Source: an optimization exercise on an open RTL-to-GDS flow (aim: small area, a short achievable clock period and few clock cycles per item). Production flows keep margins and buffers that such runs may drop.
Only simulation tests tie the RTL to the original design; equivalence was not proved.
Power figures rest on the tool's default switching activity, not on a simulated workload.

== run 1 ==
// simd_alu_pipe
module simd_alu_pipe #(
  parameter int unsigned WIDTH     = 64,
  parameter int unsigned LANES_MAX = 4
) (
  input  logic             clk,
  input  logic             rst,
  input  logic             in_valid,
  output logic             in_ready,
  input  logic [WIDTH-1:0] a,
  input  logic [WIDTH-1:0] b,
  input  logic [1:0]       lane_mode,
  input  logic [3:0]       op,
  output logic             out_valid,
  input  logic             out_ready,
  output logic [WIDTH-1:0] result,
  output logic [LANES_MAX-1:0] eq,
  output logic [LANES_MAX-1:0] slt,
  output logic [LANES_MAX-1:0] ult
);
  logic        v;
  logic [63:0] res_d;
  logic [3:0]  eq_d, slt_d, ult_d;
  assign in_ready  = ~v | out_ready;
  assign out_valid = v;
  simd_lane_adder u_dp (
    .a(a), .b(b), .mode(lane_mode), .op(op), .hold(~in_ready), .hq(result),
    .res(res_d), .eq(eq_d), .slt(slt_d), .ult(ult_d)
  );
  ...
For scale: ~3000 cells after synthesis, about 0.016 mm2 of cells after synthesis.
==> flow/config.mk <==
export PLATFORM = sky130hd
export DESIGN_NAME = simd_alu_pipe
export DESIGN_NICKNAME = simd_alu_pipe
export VERILOG_FILES = /design/flow/design.v
export SDC_FILE = /design/flow/constraint.sdc
export NUM_CORES = 4
export LEC_CHECK = 0
export ABC_AREA = 1
export CAP_MARGIN = 40
export CORE_MARGIN = 2
export CORE_UTILIZATION = 40
export SLEW_MARGIN = 40
==> flow/constraint.sdc <==
create_clock -name core_clock -period 11.0 [get_ports {clk}]
set_input_delay 2.2000 -clock core_clock [delete_from_list [all_inputs] [get_ports {clk}]]
set_output_delay 2.2000 -clock core_clock [all_outputs]
set_load 0.01 [all_outputs]
standard.sh (not shown) runs the stock make flow with config.mk's settings and CLKGATE_MAP_FILE= SYNTH_SCRIPT=/design/flow/synth_recipe.tcl, a recipe that flattens the netlist after the stock synthesis.
==> flow/flow/run.sh <==
#!/bin/bash
# The standard layout (standard.sh, with the standard synthesis), except
# that the ports are buffered with sky130_fd_sc_hd__buf_1 cells, which timing
# repair may then resize, instead of the cell buffer_ports picks by default,
# and timing repair aims at a setup slack of 5.25 ns.
# make's output goes to make.log here; each ORFS step logs under orfs/logs.
set -euo pipefail
bash standard.sh SETUP_SLACK_MARGIN=5.25 'BUFFER_PORTS_ARGS=-buffer_cell sky130_fd_sc_hd__buf_1' finish > make.log 2>&1
Testbench counts of run 1, summed over its fixed seeds: cycles 16,008, items 16,000.
--- input diff run 1..run 2 ---
# run 1
export LEC_CHECK = 0
export ABC_AREA = 1
export CAP_MARGIN = 40
export CORE_MARGIN = 2
export CORE_UTILIZATION = 40
export SLEW_MARGIN = 40
create_clock -name core_clock -period 11.0 [get_ports {clk}]
# run 2
export LEC_CHECK = 0
export ABC_AREA = 1
export CAP_MARGIN = 20
export CORE_MARGIN = 2
export CORE_UTILIZATION = 40
export CTS_BUF_LIST = sky130_fd_sc_hd__clkbuf_4 sky130_fd_sc_hd__clkbuf_8
export PLACE_DENSITY = 0.7
export SETUP_SLACK_MARGIN = 5
export SLEW_MARGIN = 20
create_clock -name core_clock -period 11.0 [get_ports {clk}]
==> flow/flow/run.sh <==
#!/bin/bash
# The standard layout (standard.sh, with the standard synthesis), except
# that the ports are buffered with sky130_fd_sc_hd__buf_1 cells, which timing
# repair may then resize, instead of the cell buffer_ports picks by default.
# make's output goes to make.log here; each ORFS step logs under orfs/logs.
set -euo pipefail
bash standard.sh 'BUFFER_PORTS_ARGS=-buffer_cell sky130_fd_sc_hd__buf_1' finish > make.log 2>&1
==> comparison <==
- | amount of wire on met2 after detailed routing | higher: run 1 |
- Re ratio of cells with drive above 1 in the final layout: run 2 is 5.9 points down on run 1.
- Side by side, post-cts repair resize count turned out lower in run 2 than in run 1.
- Changes observed in run 2 relative to run 1: sequential portion of the cell area increased by 0.63 points relative to the old numbers; global-route usage -6.2 points; via count went down; met2 routing resource usage after global routing decreased 7.4 points.
- Run 2: post-route cell area lower than run 1
- Compared with run 1, run 2 shows number of cells on the critical path higher by about 20%.
- [compare] base=run 1 new=run 2: detailed-route wire length on metal 1 down 20%; final cell count down 1.1%.
Input changes introduced in run 3 (baseline for comparison: run 2):
# run 2
export LEC_CHECK = 0
export ABC_AREA = 1
export CAP_MARGIN = 20
export CORE_MARGIN = 2
export CORE_UTILIZATION = 40
export CTS_BUF_LIST = sky130_fd_sc_hd__clkbuf_4 sky130_fd_sc_hd__clkbuf_8
export PLACE_DENSITY = 0.7
export SETUP_SLACK_MARGIN = 5
export SLEW_MARGIN = 20
create_clock -name core_clock -period 11.0 [get_ports {clk}]
# run 3
export LEC_CHECK = 0
export ABC_AREA = 1
export CAP_MARGIN = 20
export CORE_MARGIN = 2
export CORE_UTILIZATION = 40
export SETUP_SLACK_MARGIN = 5
export SLEW_MARGIN = 20
create_clock -name core_clock -period 11.0 [get_ports {clk}]
==> flow/run.sh (new file) <==
#!/bin/bash
# synth_recipe.tcl (not shown) runs the flow's synth.tcl, then flattens the netlist and writes it again
# the make line also repeats each setting of config.mk as NAME=value (left out here)
make -C /OpenROAD-flow-scripts/flow DESIGN_CONFIG=/design/flow/config.mk WORK_HOME=/design/flow/orfs CLKGATE_MAP_FILE= SYNTH_SCRIPT=/design/flow/synth_recipe.tcl finish
removed: flow/flow/run.sh
removed: flow/standard.sh
### Flow results
Between run 2 and run 3, the flow reports design area increasing by more than 10%.
Delta (run 3 minus run 2): average routed wire per standard cell rose 4.1 um; sequential cell fraction of total power now sits lower.
Across run 2 and run 3, a clean result was obtained everywhere but in run 3.
Diff run 2 -> run 3: synthesis-to-layout area growth climbed 19 points; switching power as a share of total power now smaller.
For run 4, these inputs were changed with respect to run 3:
# run 3
export LEC_CHECK = 0
export ABC_AREA = 1
export CAP_MARGIN = 20
export CORE_MARGIN = 2
export CORE_UTILIZATION = 40
export SETUP_SLACK_MARGIN = 5
export SLEW_MARGIN = 20
create_clock -name core_clock -period 11.0 [get_ports {clk}]
# run 4
export LEC_CHECK = 0
export ABC_AREA = 1
export CAP_MARGIN = 40
export CORE_MARGIN = 2
export CORE_UTILIZATION = 40
export SETUP_SLACK_MARGIN = 5
export SLEW_MARGIN = 40
create_clock -name core_clock -period 11.0 [get_ports {clk}]
==> flow/flow/run.sh (new file) <==
#!/bin/bash
# The standard layout (standard.sh, with the standard synthesis), except
# that the ports are buffered with sky130_fd_sc_hd__buf_1 cells, which timing
# repair may then resize, instead of the cell buffer_ports picks by default.
# make's output goes to make.log here; each ORFS step logs under orfs/logs.
set -euo pipefail
bash standard.sh 'BUFFER_PORTS_ARGS=-buffer_cell sky130_fd_sc_hd__buf_1' finish > make.log 2>&1
==> flow/standard.sh (new file) <==
#!/bin/bash
# synth_recipe.tcl (not shown) runs the flow's synth.tcl, then flattens the netlist and writes it again
# the make line also repeats each setting of config.mk as NAME=value (left out here)
make -C /OpenROAD-flow-scripts/flow DESIGN_CONFIG=/design/flow/config.mk WORK_HOME=/design/flow/orfs CLKGATE_MAP_FILE= SYNTH_SCRIPT=/design/flow/synth_recipe.tcl "${@:-finish}"
removed: flow/run.sh
Run 4 did not stop at any stage, and its layout met the timing, DRC and antenna checks. Summary: post-route cell area, run 4 better than run 3. Re achievable clock frequency: run 4 is 0.0034 GHz up on run 3. Sort run 3 and run 4 by count of clock-buffer cells in the layout, descending, and run 4 comes first.

re-timing with driven ports:
The results above use ideal ports. As a check the final layouts listed here were re-extracted and re-timed, cells and wires unchanged. Step 1 (the two cells are an assumption about what drives the block):
set clk [get_ports {clk}]
set_driving_cell -lib_cell sky130_fd_sc_hd__clkbuf_16 $clk
set_driving_cell -lib_cell sky130_fd_sc_hd__buf_2 [delete_from_list [all_inputs] $clk]
Step 2 also shifts input and output timing later by t, the mid clock arrival at the registers, as if the neighbouring blocks saw the same clock. Three values: ideal, step 1, step 2; two values: the first two.
run | t (ns) | setup slack, ns | latest minus earliest clock arrival (ns)
run 1 | 0.451 | 5.295 / 5.296 / 4.846 | 0.010 / 0.011
run 2 | 0.470 | 5.074 / 5.099 / 4.629 | 0.025 / 0.025
run 3 | 0.437 | 4.959 / 4.991 / 4.554 | 0.009 / 0.008
run 4 | 0.449 | 5.080 / 5.066 / 4.618 | 0.008 / 0.007
For run 4, which loses most, drivers alone change the setup slack by -0.014 ns; drivers and shift together by -0.462 ns.
